This is an optimization exercise on Yosys and OpenROAD, whose aim is small area, not a production implementation. Only simulation tests tie the RTL to the original design; equivalence was not proved. Power and IR drop assume default switching activity.

==> run.sh <==
#!/bin/bash
# synth_recipe.tcl (not shown) runs the flow's synth.tcl, then flattens the netlist and writes it again
# the make line also repeats each setting of config.mk as NAME=value (left out here)
make -C /OpenROAD-flow-scripts/flow DESIGN_CONFIG=/design/flow/config.mk WORK_HOME=/design/flow/orfs CLKGATE_MAP_FILE= SYNTH_SCRIPT=/design/flow/synth_recipe.tcl finish
==> config.mk <==
export PLATFORM = sky130hd
export DESIGN_NAME = packet_timestamp_interpolator
export DESIGN_NICKNAME = packet_timestamp_interpolator
export VERILOG_FILES = /design/flow/design.v
export SDC_FILE = /design/flow/constraint.sdc
export NUM_CORES = 4
export LEC_CHECK = 0
export CAP_MARGIN = 35
export CORE_MARGIN = 2
export CORE_UTILIZATION = 40
export SLEW_MARGIN = 35
==> constraint.sdc <==
create_clock -name core_clock -period 8.0 [get_ports {clk}]
set_input_delay 1.6000 -clock core_clock [delete_from_list [all_inputs] [get_ports {clk}]]
set_output_delay 1.6000 -clock core_clock [all_outputs]
set_load 0.01 [all_outputs]
==> design.v <==
`timescale 1ns / 1ps
package pti_pkg;
    localparam int unsigned CALIBRATION_PERIOD = 64;
    localparam int unsigned UNITS_PER_SECOND   = 10000000;
    localparam int unsigned EXTRA_BYTES        = 24;
    localparam int TICK_W  = 34;
    localparam int TIME_W  = 64;
    localparam int LEN_W   = 16;
    localparam int CNT_W   = 16;
    localparam int BYTE_W  = 32;
    localparam int SPEED_W = 32;
    localparam int HALF_W  = 32;
    localparam logic [SPEED_W-1:0] SPEED_RESET = 32'd1250;
    localparam logic [TICK_W-1:0]  TICK_RESET  = 34'd1000000000;
    localparam int UPS_W  = $clog2(UNITS_PER_SECOND + 1);
    localparam int MUL_W  = HALF_W + UPS_W;
    localparam int PROD_W = TIME_W + UPS_W;
    localparam int STEP_W = $clog2(PROD_W + 1);
    localparam logic [STEP_W-1:0] STEPS_WIDE   = STEP_W'(PROD_W);
    localparam logic [STEP_W-1:0] STEPS_NARROW = STEP_W'(BYTE_W);
    localparam int CFG_IDX_W = 2;
    localparam logic [CFG_IDX_W-1:0] REG_TICK_RATE   = 2'd0;
    localparam logic [CFG_IDX_W-1:0] REG_BASE_CYCLES = 2'd1;
    localparam logic [CFG_IDX_W-1:0] REG_BASE_TIME   = 2'd2;
    typedef enum logic [1:0] {
        DIV_EST,
        DIV_TRUE,
        DIV_SPEED,
        DIV_OUT
    } div_sel_t;
    typedef enum logic [3:0] {
        S_IDLE,
        S_DECIDE,
        S_EST_GO,
        S_EST_WAIT,
        S_MUL_LO,
        S_MUL_HI,
        S_TT_GO,
        S_TT_WAIT,
        S_UPDATE,
        S_EL_CHECK,
        S_EL_GO,
        S_EL_WAIT,
        S_ACC,
        S_OUT_GO,
        S_OUT_WAIT
    } state_t;
    typedef struct packed {
        logic     capture;
        logic     div_start;
        div_sel_t div_sel;
        logic     est_load;
        logic     mul_lo;
        logic     mul_hi;
        logic     now_load;
        logic     update;
        logic     speed_load;
        logic     acc;
        logic     out_load;
    } pti_cmd_t;
    typedef struct packed {
        logic cal;
        logic div_busy;
        logic elapsed_zero;
    } pti_status_t;
endpackage
`timescale 1ns / 1ps
import pti_pkg::*;
module pti_divider
(
    input  logic                        clk,
    input  logic                        rst_n,
    input  logic                        start,
    input  logic [pti_pkg::PROD_W-1:0]  dividend,
    input  logic [pti_pkg::TIME_W-1:0]  divisor,
    input  logic [pti_pkg::STEP_W-1:0]  steps,
    output logic                        busy,
    output logic [pti_pkg::TIME_W-1:0]  quotient
);
    logic [STEP_W-1:0] cnt_reg;
    logic [STEP_W-1:0] cnt_next;
    logic [PROD_W-1:0] num_reg;
    logic [PROD_W-1:0] num_next;
    logic [TIME_W-1:0] rem_reg;
    logic [TIME_W-1:0] rem_next;
    logic [TIME_W-1:0] quot_reg;
    logic [TIME_W-1:0] quot_next;
    logic [TIME_W-1:0] div_reg;
    logic [TIME_W-1:0] div_next;
    logic [TIME_W:0]   rem_shift;
    logic [TIME_W:0]   rem_diff;
    logic              ge;
    always_comb
    begin
        rem_shift = {rem_reg, num_reg[PROD_W-1]};
        rem_diff  = rem_shift - {1'b0, div_reg};
        ge        = (rem_shift >= {1'b0, div_reg});
    end
    always_comb
    begin
        cnt_next  = cnt_reg;
        num_next  = num_reg;
        rem_next  = rem_reg;
        quot_next = quot_reg;
        div_next  = div_reg;
        if (start)
        begin
            cnt_next  = steps;
            num_next  = dividend;
            rem_next  = '0;
            quot_next = '0;
            div_next  = divisor;
        end
        else if (busy)
        begin
            cnt_next  = cnt_reg - 1'b1;
            num_next  = {num_reg[PROD_W-2:0], 1'b0};
            rem_next  = ge ? rem_diff[TIME_W-1:0] : rem_shift[TIME_W-1:0];
            quot_next = {quot_reg[TIME_W-2:0], ge};
        end
    end
    always_ff @(posedge clk or negedge rst_n)
    begin
        if (!rst_n)
        begin
            cnt_reg <= '0;
        end
        else
        begin
            cnt_reg <= cnt_next;
        end
    end
    always_ff @(posedge clk)
    begin
        num_reg  <= num_next;
        rem_reg  <= rem_next;
        quot_reg <= quot_next;
        div_reg  <= div_next;
    end
    assign busy     = (cnt_reg != '0);
    assign quotient = quot_reg;
endmodule
`timescale 1ns / 1ps
import pti_pkg::*;
module pti_ctrl
(
    input  logic                  clk,
    input  logic                  rst_n,
    input  logic                  in_valid,
    output logic                  in_ready,
    output logic                  out_valid,
    input  logic                  out_ready,
    input  pti_pkg::pti_status_t  status,
    output pti_pkg::pti_cmd_t     cmd
);
    pti_pkg::state_t state_reg;
    pti_pkg::state_t state_next;
    logic   out_valid_reg;
    logic   out_valid_next;
    logic   out_free;
    assign out_free = !out_valid_reg || out_ready;
    always_comb
    begin
        state_next = state_reg;
        unique case (state_reg)
            S_IDLE:     if (in_valid) state_next = S_DECIDE;
            S_DECIDE:   state_next = status.cal ? S_EST_GO : S_ACC;
            S_EST_GO:   state_next = S_EST_WAIT;
            S_EST_WAIT: if (!status.div_busy) state_next = S_MUL_LO;
            S_MUL_LO:   state_next = S_MUL_HI;
            S_MUL_HI:   state_next = S_TT_GO;
            S_TT_GO:    state_next = S_TT_WAIT;
            S_TT_WAIT:  if (!status.div_busy) state_next = S_UPDATE;
            S_UPDATE:   state_next = S_EL_CHECK;
            S_EL_CHECK: state_next = status.elapsed_zero ? S_ACC : S_EL_GO;
            S_EL_GO:    state_next = S_EL_WAIT;
            S_EL_WAIT:  if (!status.div_busy) state_next = S_ACC;
            S_ACC:      state_next = S_OUT_GO;
            S_OUT_GO:   state_next = S_OUT_WAIT;
            S_OUT_WAIT: if (!status.div_busy && out_free) state_next = S_IDLE;
            default:    state_next = S_IDLE;
        endcase
    end
    always_comb
    begin
        cmd         = '0;
        cmd.div_sel = DIV_EST;
        unique case (state_reg)
            S_IDLE:     cmd.capture = in_valid;
            S_DECIDE:   ;
            S_EST_GO:
            begin
                cmd.div_start = 1'b1;
                cmd.div_sel   = DIV_EST;
            end
            S_EST_WAIT: cmd.est_load = !status.div_busy;
            S_MUL_LO:   cmd.mul_lo = 1'b1;
            S_MUL_HI:   cmd.mul_hi = 1'b1;
            S_TT_GO:
            begin
                cmd.div_start = 1'b1;
                cmd.div_sel   = DIV_TRUE;
            end
            S_TT_WAIT:  cmd.now_load = !status.div_busy;
            S_UPDATE:   cmd.update = 1'b1;
            S_EL_CHECK: ;
            S_EL_GO:
            begin
                cmd.div_start = 1'b1;
                cmd.div_sel   = DIV_SPEED;
            end
            S_EL_WAIT:  cmd.speed_load = !status.div_busy;
            S_ACC:      cmd.acc = 1'b1;
            S_OUT_GO:
            begin
                cmd.div_start = 1'b1;
                cmd.div_sel   = DIV_OUT;
            end
            S_OUT_WAIT: cmd.out_load = !status.div_busy && out_free;
            default:    ;
        endcase
    end
    always_comb
    begin
        if (cmd.out_load)
        begin
            out_valid_next = 1'b1;
        end
        else if (out_ready)
        begin
            out_valid_next = 1'b0;
        end
        else
        begin
            out_valid_next = out_valid_reg;
        end
    end
    always_ff @(posedge clk or negedge rst_n)
    begin
        if (!rst_n)
        begin
            state_reg     <= S_IDLE;
            out_valid_reg <= 1'b0;
        end
        else
        begin
            state_reg     <= state_next;
            out_valid_reg <= out_valid_next;
        end
    end
    assign in_ready  = (state_reg == S_IDLE);
    assign out_valid = out_valid_reg;
endmodule
`timescale 1ns / 1ps
import pti_pkg::*;
module pti_datapath
(
    input  logic                            clk,
    input  logic                            rst_n,
    input  pti_pkg::pti_cmd_t               cmd,
    output pti_pkg::pti_status_t            status,
    input  logic                            cfg_write,
    input  logic [pti_pkg::CFG_IDX_W-1:0]   cfg_index,
    input  logic [pti_pkg::TIME_W-1:0]      cfg_data,
    input  logic [pti_pkg::LEN_W-1:0]       packet_length,
    input  logic [pti_pkg::TIME_W-1:0]      cycle_count,
    output logic [pti_pkg::TIME_W-1:0]      timestamp,
    output logic                            recalibrated
);
    logic [TICK_W-1:0]  tick_rate_reg;
    logic [TIME_W-1:0]  base_cycles_reg;
    logic [TIME_W-1:0]  base_time_reg;
    logic [CNT_W-1:0]   item_counter_reg;
    logic [TIME_W-1:0]  anchor_reg;
    logic [BYTE_W-1:0]  byte_total_reg;
    logic [SPEED_W-1:0] speed_reg;
    logic               cal_reg;
    logic [CNT_W-1:0]   item_counter_next;
    logic [TIME_W-1:0]  anchor_next;
    logic [BYTE_W-1:0]  byte_total_next;
    logic [SPEED_W-1:0] speed_next;
    logic               cal_next;
    logic [LEN_W-1:0]   len_reg;
    logic [TIME_W-1:0]  diff_reg;
    logic [MUL_W-1:0]   prod_lo_reg;
    logic [MUL_W-1:0]   prod_hi_reg;
    logic [TIME_W-1:0]  est_reg;
    logic [TIME_W-1:0]  now_reg;
    logic [TIME_W-1:0]  elapsed_reg;
    logic [TIME_W-1:0]  ts_reg;
    logic               recal_reg;
    logic [PROD_W-1:0]  div_dividend;
    logic [TIME_W-1:0]  div_divisor;
    logic [STEP_W-1:0]  div_steps;
    logic               div_busy;
    logic [TIME_W-1:0]  div_quot;
    logic [BYTE_W-1:0]  acc_base;
    logic [BYTE_W:0]    acc_sum;
    logic               is_cal;
    pti_divider u_div
    (
        .clk      (clk),
        .rst_n    (rst_n),
        .start    (cmd.div_start),
        .dividend (div_dividend),
        .divisor  (div_divisor),
        .steps    (div_steps),
        .busy     (div_busy),
        .quotient (div_quot)
    );
    always_comb
    begin
        case (cmd.div_sel)
            DIV_TRUE:
            begin
                div_dividend = {prod_hi_reg, {HALF_W{1'b0}}} + PROD_W'(prod_lo_reg);
                div_divisor  = TIME_W'(tick_rate_reg);
                div_steps    = STEPS_WIDE;
            end
            DIV_SPEED:
            begin
                div_dividend = {byte_total_reg, {(PROD_W-BYTE_W){1'b0}}};
                div_divisor  = elapsed_reg;
                div_steps    = STEPS_NARROW;
            end
            DIV_EST, DIV_OUT:
            begin
                div_dividend = {byte_total_reg, {(PROD_W-BYTE_W){1'b0}}};
                div_divisor  = TIME_W'(speed_reg);
                div_steps    = STEPS_NARROW;
            end
            default:
            begin
                div_dividend = {byte_total_reg, {(PROD_W-BYTE_W){1'b0}}};
                div_divisor  = TIME_W'(speed_reg);
                div_steps    = STEPS_NARROW;
            end
        endcase
    end
    always_comb
    begin
        acc_base = cal_reg ? '0 : byte_total_reg;
        acc_sum  = {1'b0, acc_base} + (BYTE_W+1)'(len_reg)
                   + (BYTE_W+1)'(EXTRA_BYTES);
    end
    assign is_cal = (item_counter_reg == CNT_W'(CALIBRATION_PERIOD));
    always_comb
    begin
        item_counter_next = item_counter_reg;
        cal_next          = cal_reg;
        anchor_next       = anchor_reg;
        byte_total_next   = byte_total_reg;
        speed_next        = speed_reg;
        if (cmd.capture)
        begin
            cal_next          = is_cal;
            item_counter_next = is_cal ? CNT_W'(1) : item_counter_reg + 1'b1;
        end
        if (cfg_write && (cfg_index == REG_BASE_TIME))
        begin
            anchor_next = cfg_data;
        end
        else if (cmd.update && (est_reg < now_reg))
        begin
            anchor_next = now_reg;
        end
        if (cmd.speed_load)
        begin
            speed_next = (div_quot == '0) ? SPEED_W'(1) : div_quot[SPEED_W-1:0];
        end
        if (cmd.acc)
        begin
            byte_total_next = acc_sum[BYTE_W] ? '1 : acc_sum[BYTE_W-1:0];
        end
    end
    always_ff @(posedge clk or negedge rst_n)
    begin
        if (!rst_n)
        begin
            tick_rate_reg   <= TICK_RESET;
            base_cycles_reg <= '0;
            base_time_reg   <= '0;
        end
        else if (cfg_write)
        begin
            unique case (cfg_index)
                REG_TICK_RATE:   tick_rate_reg   <= cfg_data[TICK_W-1:0];
                REG_BASE_CYCLES: base_cycles_reg <= cfg_data;
                REG_BASE_TIME:   base_time_reg   <= cfg_data;
                default:         ;
            endcase
        end
    end
    always_ff @(posedge clk or negedge rst_n)
    begin
        if (!rst_n)
        begin
            item_counter_reg <= '0;
            cal_reg          <= 1'b0;
            anchor_reg       <= '0;
            byte_total_reg   <= '0;
            speed_reg        <= SPEED_RESET;
        end
        else
        begin
            item_counter_reg <= item_counter_next;
            cal_reg          <= cal_next;
            anchor_reg       <= anchor_next;
            byte_total_reg   <= byte_total_next;
            speed_reg        <= speed_next;
        end
    end
    always_ff @(posedge clk)
    begin
        if (cmd.capture)
        begin
            len_reg  <= packet_length;
            diff_reg <= cycle_count - base_cycles_reg;
        end
        if (cmd.est_load)
        begin
            est_reg <= anchor_reg + div_quot;
        end
        if (cmd.mul_lo)
        begin
            prod_lo_reg <= MUL_W'(diff_reg[HALF_W-1:0]) * MUL_W'(UNITS_PER_SECOND);
        end
        if (cmd.mul_hi)
        begin
            prod_hi_reg <= MUL_W'(diff_reg[TIME_W-1:HALF_W]) * MUL_W'(UNITS_PER_SECOND);
        end
        if (cmd.now_load)
        begin
            now_reg <= div_quot + base_time_reg;
        end
        if (cmd.update)
        begin
            elapsed_reg <= now_reg - anchor_reg;
        end
        if (cmd.out_load)
        begin
            ts_reg    <= anchor_reg + div_quot;
            recal_reg <= cal_reg;
        end
    end
    assign status.cal          = cal_reg;
    assign status.div_busy     = div_busy;
    assign status.elapsed_zero = (elapsed_reg == '0);
    assign timestamp    = ts_reg;
    assign recalibrated = recal_reg;
endmodule
`timescale 1ns / 1ps
import pti_pkg::*;
module packet_timestamp_interpolator
(
    input  logic                            clk,
    input  logic                            rst_n,
    input  logic                            cfg_valid,
    output logic                            cfg_ready,
    input  logic [pti_pkg::CFG_IDX_W-1:0]   cfg_index,
    input  logic [pti_pkg::TIME_W-1:0]      cfg_data,
    input  logic                            in_valid,
    output logic                            in_ready,
    input  logic [pti_pkg::LEN_W-1:0]       packet_length,
    input  logic [pti_pkg::TIME_W-1:0]      cycle_count,
    output logic                            out_valid,
    input  logic                            out_ready,
    output logic [pti_pkg::TIME_W-1:0]      timestamp,
    output logic                            recalibrated
);
    pti_pkg::pti_cmd_t    cmd;
    pti_pkg::pti_status_t status;
    logic        cfg_write;
    assign cfg_ready = 1'b1;
    assign cfg_write = cfg_valid && cfg_ready;
    pti_ctrl u_ctrl
    (
        .clk       (clk),
        .rst_n     (rst_n),
        .in_valid  (in_valid),
        .in_ready  (in_ready),
        .out_valid (out_valid),
        .out_ready (out_ready),
        .status    (status),
        .cmd       (cmd)
    );
    pti_datapath u_dp
    (
        .clk           (clk),
        .rst_n         (rst_n),
        .cmd           (cmd),
        .status        (status),
        .cfg_write     (cfg_write),
        .cfg_index     (cfg_index),
        .cfg_data      (cfg_data),
        .packet_length (packet_length),
        .cycle_count   (cycle_count),
        .timestamp     (timestamp),
        .recalibrated  (recalibrated)
    );
endmodule
==> results.txt <==
[layout make-up]
cell class	count	share of cell area, %
inverters	1048	4.54
repair buffers	259	2.97
clock buffers	154	3.79
flip-flops and latches	1027	32.2
diodes	8	0.0230
well taps	2526	3.64
clock inverters	76	1.11
multi-input cells	5508	51.7
[power breakdown]
| part | internal (W) | leakage [nW] | switching [W] |
|---|---|---|---|
| sequential | 0.00599 | 10.4 | 0.000238 |
| combinational | 0.00117 | 27.6 | 0.00172 |
| clock | 0.00345 | 2.06 | 0.00246 |
| total | 0.0106 | 40.0 | 0.00442 |
[through the flow]
step / instances / power, W / setup WS [ns]
floorplan: 7848 / 0.00829 / 0.907
global placement: 10400 / 0.00914 / 1.37
detailed placement: 10400 / 0.00916 / 1.31
CTS: 10600 / 0.0151 / 1.29
global route: 10600 / 0.0157 / 0.895
finish: 10600 / 0.0150 / 1.27
[Yosys cell counts (18+ instances only)]
cell type and instances:
o31ai_1 24, nor2_1 353, a21o_1 336, nor3b_1 23, clkbuf_1 218, nor2b_1 87
and2_1 133, a21oi_1 571, nand2_1 582, nand2b_1 59, nand3_1 127, buf_2 24
mux2i_1 35, o21ai_0 350, edfxtp_1 580, a31oi_1 60, nand4_1 106, a211oi_1 76
dfrtp_1 301, fa_1 335, nor3_1 106, a22oi_1 34, ha_1 931, inv_1 1048
o21bai_1 69, dfxtp_1 128, a221o_1 74, o22a_1 22, mux2_2 131, o21a_1 58
nor4_1 51, and3_1 39, dfstp_2 18, xnor2_1 272, xor2_1 178
[kinds of logic after synthesis]
family | count (synthesis)
AOI/OAI and AO/OA | 1881
xor gates and xnor gates | 450
adders and majority gates | 1266
buffers and inverters | 1313
DFF | 1027
muxes | 166
other | 1
and+or+nand+nor | 1744
[critical path, cell delays in order (launching register included)]
cell and delay [ns]:
edfxtp_1 0.54, ha_1 0.38, ha_1 0.29, inv_1 0.06
fa_1 0.50, inv_1 0.05, fa_1 0.50, fa_1 0.49
inv_1 0.05, fa_1 0.47, inv_1 0.04, ha_1 0.37
a21o_1 0.19, a21o_1 0.18, nand2_1 0.06, nand4_1 0.10
a21oi_1 0.25, o31a_1 0.32, o31ai_1 0.20, a31oi_1 0.30
o221ai_1 0.21, a311o_1 0.43, a221oi_1 0.32, xnor2_1 0.11
[how the worst min path moves through the flow]
stage / start / to / slack (ns) / cells past startpoint
floorplan: u_dp.cal_reg$_DFFE_PN0P_ / u_dp.recal_reg$_DFFE_PP_ / 0.45 / 0
global placement: u_dp.base_time_reg[51]$_DFFE_PN0P_ / u_dp.base_time_reg[51]$_DFFE_PN0P_ / 0.46 / 1
detailed placement: u_dp.base_time_reg[4]$_DFFE_PN0P_ / u_dp.base_time_reg[4]$_DFFE_PN0P_ / 0.47 / 1
CTS: u_dp.base_time_reg[54]$_DFFE_PN0P_ / u_dp.base_time_reg[54]$_DFFE_PN0P_ / 0.48 / 1
global route: u_dp.base_time_reg[54]$_DFFE_PN0P_ / u_dp.base_time_reg[54]$_DFFE_PN0P_ / 0.49 / 1
finish: u_dp.base_time_reg[54]$_DFFE_PN0P_ / u_dp.base_time_reg[54]$_DFFE_PN0P_ / 0.48 / 1
[layer usage]
metal  part of all wire [%]  track usage [%]  vias up
met5                 0.0055                0        -
li1                       -                -    27800
met4                    3.7             7.66        2
met2                     46             38.3     1567
met3                    5.0             2.95      325
met1                     45             32.5    28600
==> qor.txt <==
Crit Path Max Fanout = 7
Most common cell after layout, fill and taps aside = inv_1
Static leakage = 40.0 nW
Synth Area in XOR/XNOR = 5.06%
First drt pass iteration count = 6
Synth Instances = 7848
Clock-pin transition on the worst setup and hold timing paths = 0.06 ns
Post-Syn Area = 0.0778 mm2
Slew of the pin with the lowest slew margin = 0.945 ns
Register area share after synthesis = 36.0%
Net count, final = 9381
Core area = 0.193 mm2
Unrepaired setup endpoints after global routing = no
Post-layout min period = 6.73 ns
Async set-reset flop share out of synthesis = 31.1%
Maxcap violations = 0
Post-synthesis adder-cell area fraction = 23.6%
Synth area leaders = edfxtp_1 (22%), ha_1 (15%), dfrtp_1 (9.7%), fa_1 (8.6%), inv_1 (5.1%)
Final Hold Viols = 0
Number of synthesized flops with an enable pin = 580
Clock sink total = 1027
Placed inst area = 0.0826 mm2
Vias after detailed routing = 58200
Routed Antenna Nets = 0
DR iter-0 viols = 4627
Hpwl dp = 188 mm
Initial antenna violation count = 12
Top_reg_cell synth = edfxtp_1
Total congestion overflow = 0
Hold WS = 0.480 ns
Power per cell area = 173 mW/mm2
Clock Skew = 0.0831 ns
CP arrival = 7.23 ns
Register-to-Register Setup Slack = 1.27 ns
Die height = 445 um
Worst skew pair latency = 0.82 ns
Reg-to-reg critical path startpoint = u_dp.diff_reg[16]$_DFFE_PP_
Syn. warnings = 3
Synth Area in Compound Gates = 15.8%
Routed WL = 236 mm
Max_slew headroom = 36.4%
Reg area = 0.0280 mm2
Most frequent cells in the layout = inv_1 (1046), ha_1 (929), nand2_1 (580), edfxtp_1 (580), a21oi_1 (570)
Share of layout cells above drive strength 1 = 5.76%
Setup TNS = 0 ns
FP Rows = 161
Worst R2R End = u_dp.prod_lo_reg[55]$_DFFE_PP_
Maximum vdd drop = 196 uV
Worst Reg-to-Reg Cells = 23
Crit. End Element = register
Area share of and/or/nand/nor cells after synthesis = 10.8%
Hold WC Path Type = reg -> reg
Final instance area = 0.0869 mm2
PostCTS Resize Cnt = 0
Worst Setup SP = u_dp.diff_reg[16]$_DFFE_PP_
Full die area = 0.198 mm2
First-pass GRT wire length = 358 mm
Mux cell area share after synthesis = 2.35%
Initial core utilization = 40.3%
IO Pins = 219
Wire per inst = 22.3 um
Clk Tree Root Cell = clkbuf_16
Yosys top cell area share = 22.4%
Avg Vias per Cell = 5.49
Yosys top cell by area = edfxtp_1
CP Data Required Time = 8.50 ns
Syn-to-layout area delta = 11.7%
Syn nets = 9265
GP Congestion = 0.959
IO buf count = 217
Mapped Avg Cell Area = 9.92 um2
Die Wd = 445 um
Synth Register Bits = 1027
CTS max path bufs = 3
# DRC = 0
CTS tree = built
CP Class = reg -> reg
Type of origin of the critical path = register
Largest net degree at the start of global routing = 132
Synth unique cells = 100
Area of the multi-input gates = 0.0450 mm2
Filler Cell Count = 18400
Fin crit share = 84.1%
Max FFs per register = 81
Cts hold-fix bufs = 0
GRT Resource Usage Total = 23.5%
Critical Path End = u_dp.prod_lo_reg[55]$_DFFE_PP_
Largest family of logic cells by synthesized area = adder cells
Max Transition Viols Final = 0
Finish-stage setup viols = 0
Vias in the first global route = 57500
Status = timing/DRC/antenna clean
CTS Buf Count = 120
Final core utilization = 45.1%
Fmax = 149 MHz
Postcts setup bufs = 0
Htree depth = 3

==> port drivers added, routing unchanged <==
Ports are ideal in the flow. The routed layout listed here was re-timed in OpenROAD. Step 1: set_driving_cell puts a clkbuf_16 on clk and a buf_2 on each other input, an assumption about the parent block. Step 2 times the ports against the registers' clock, not the clock port: input delays grow and output delays shrink by t, the midpoint of the rising clock arrivals with the driver on. Three values: ideal ports, drivers, drivers and shift; two values: the first two.
shift t [ns]: 0.873
setup slack, ns: 1.273 / 1.273 / 1.273
worst setup path after step 2: register to register
worst slew at a driven data input, ns: 0.21
pins driven straight from the clock port: 1
After both steps setup and hold are still met in this run. The setup slack of this run moves by 0.000 ns with the drivers and by 0.000 ns with both steps.
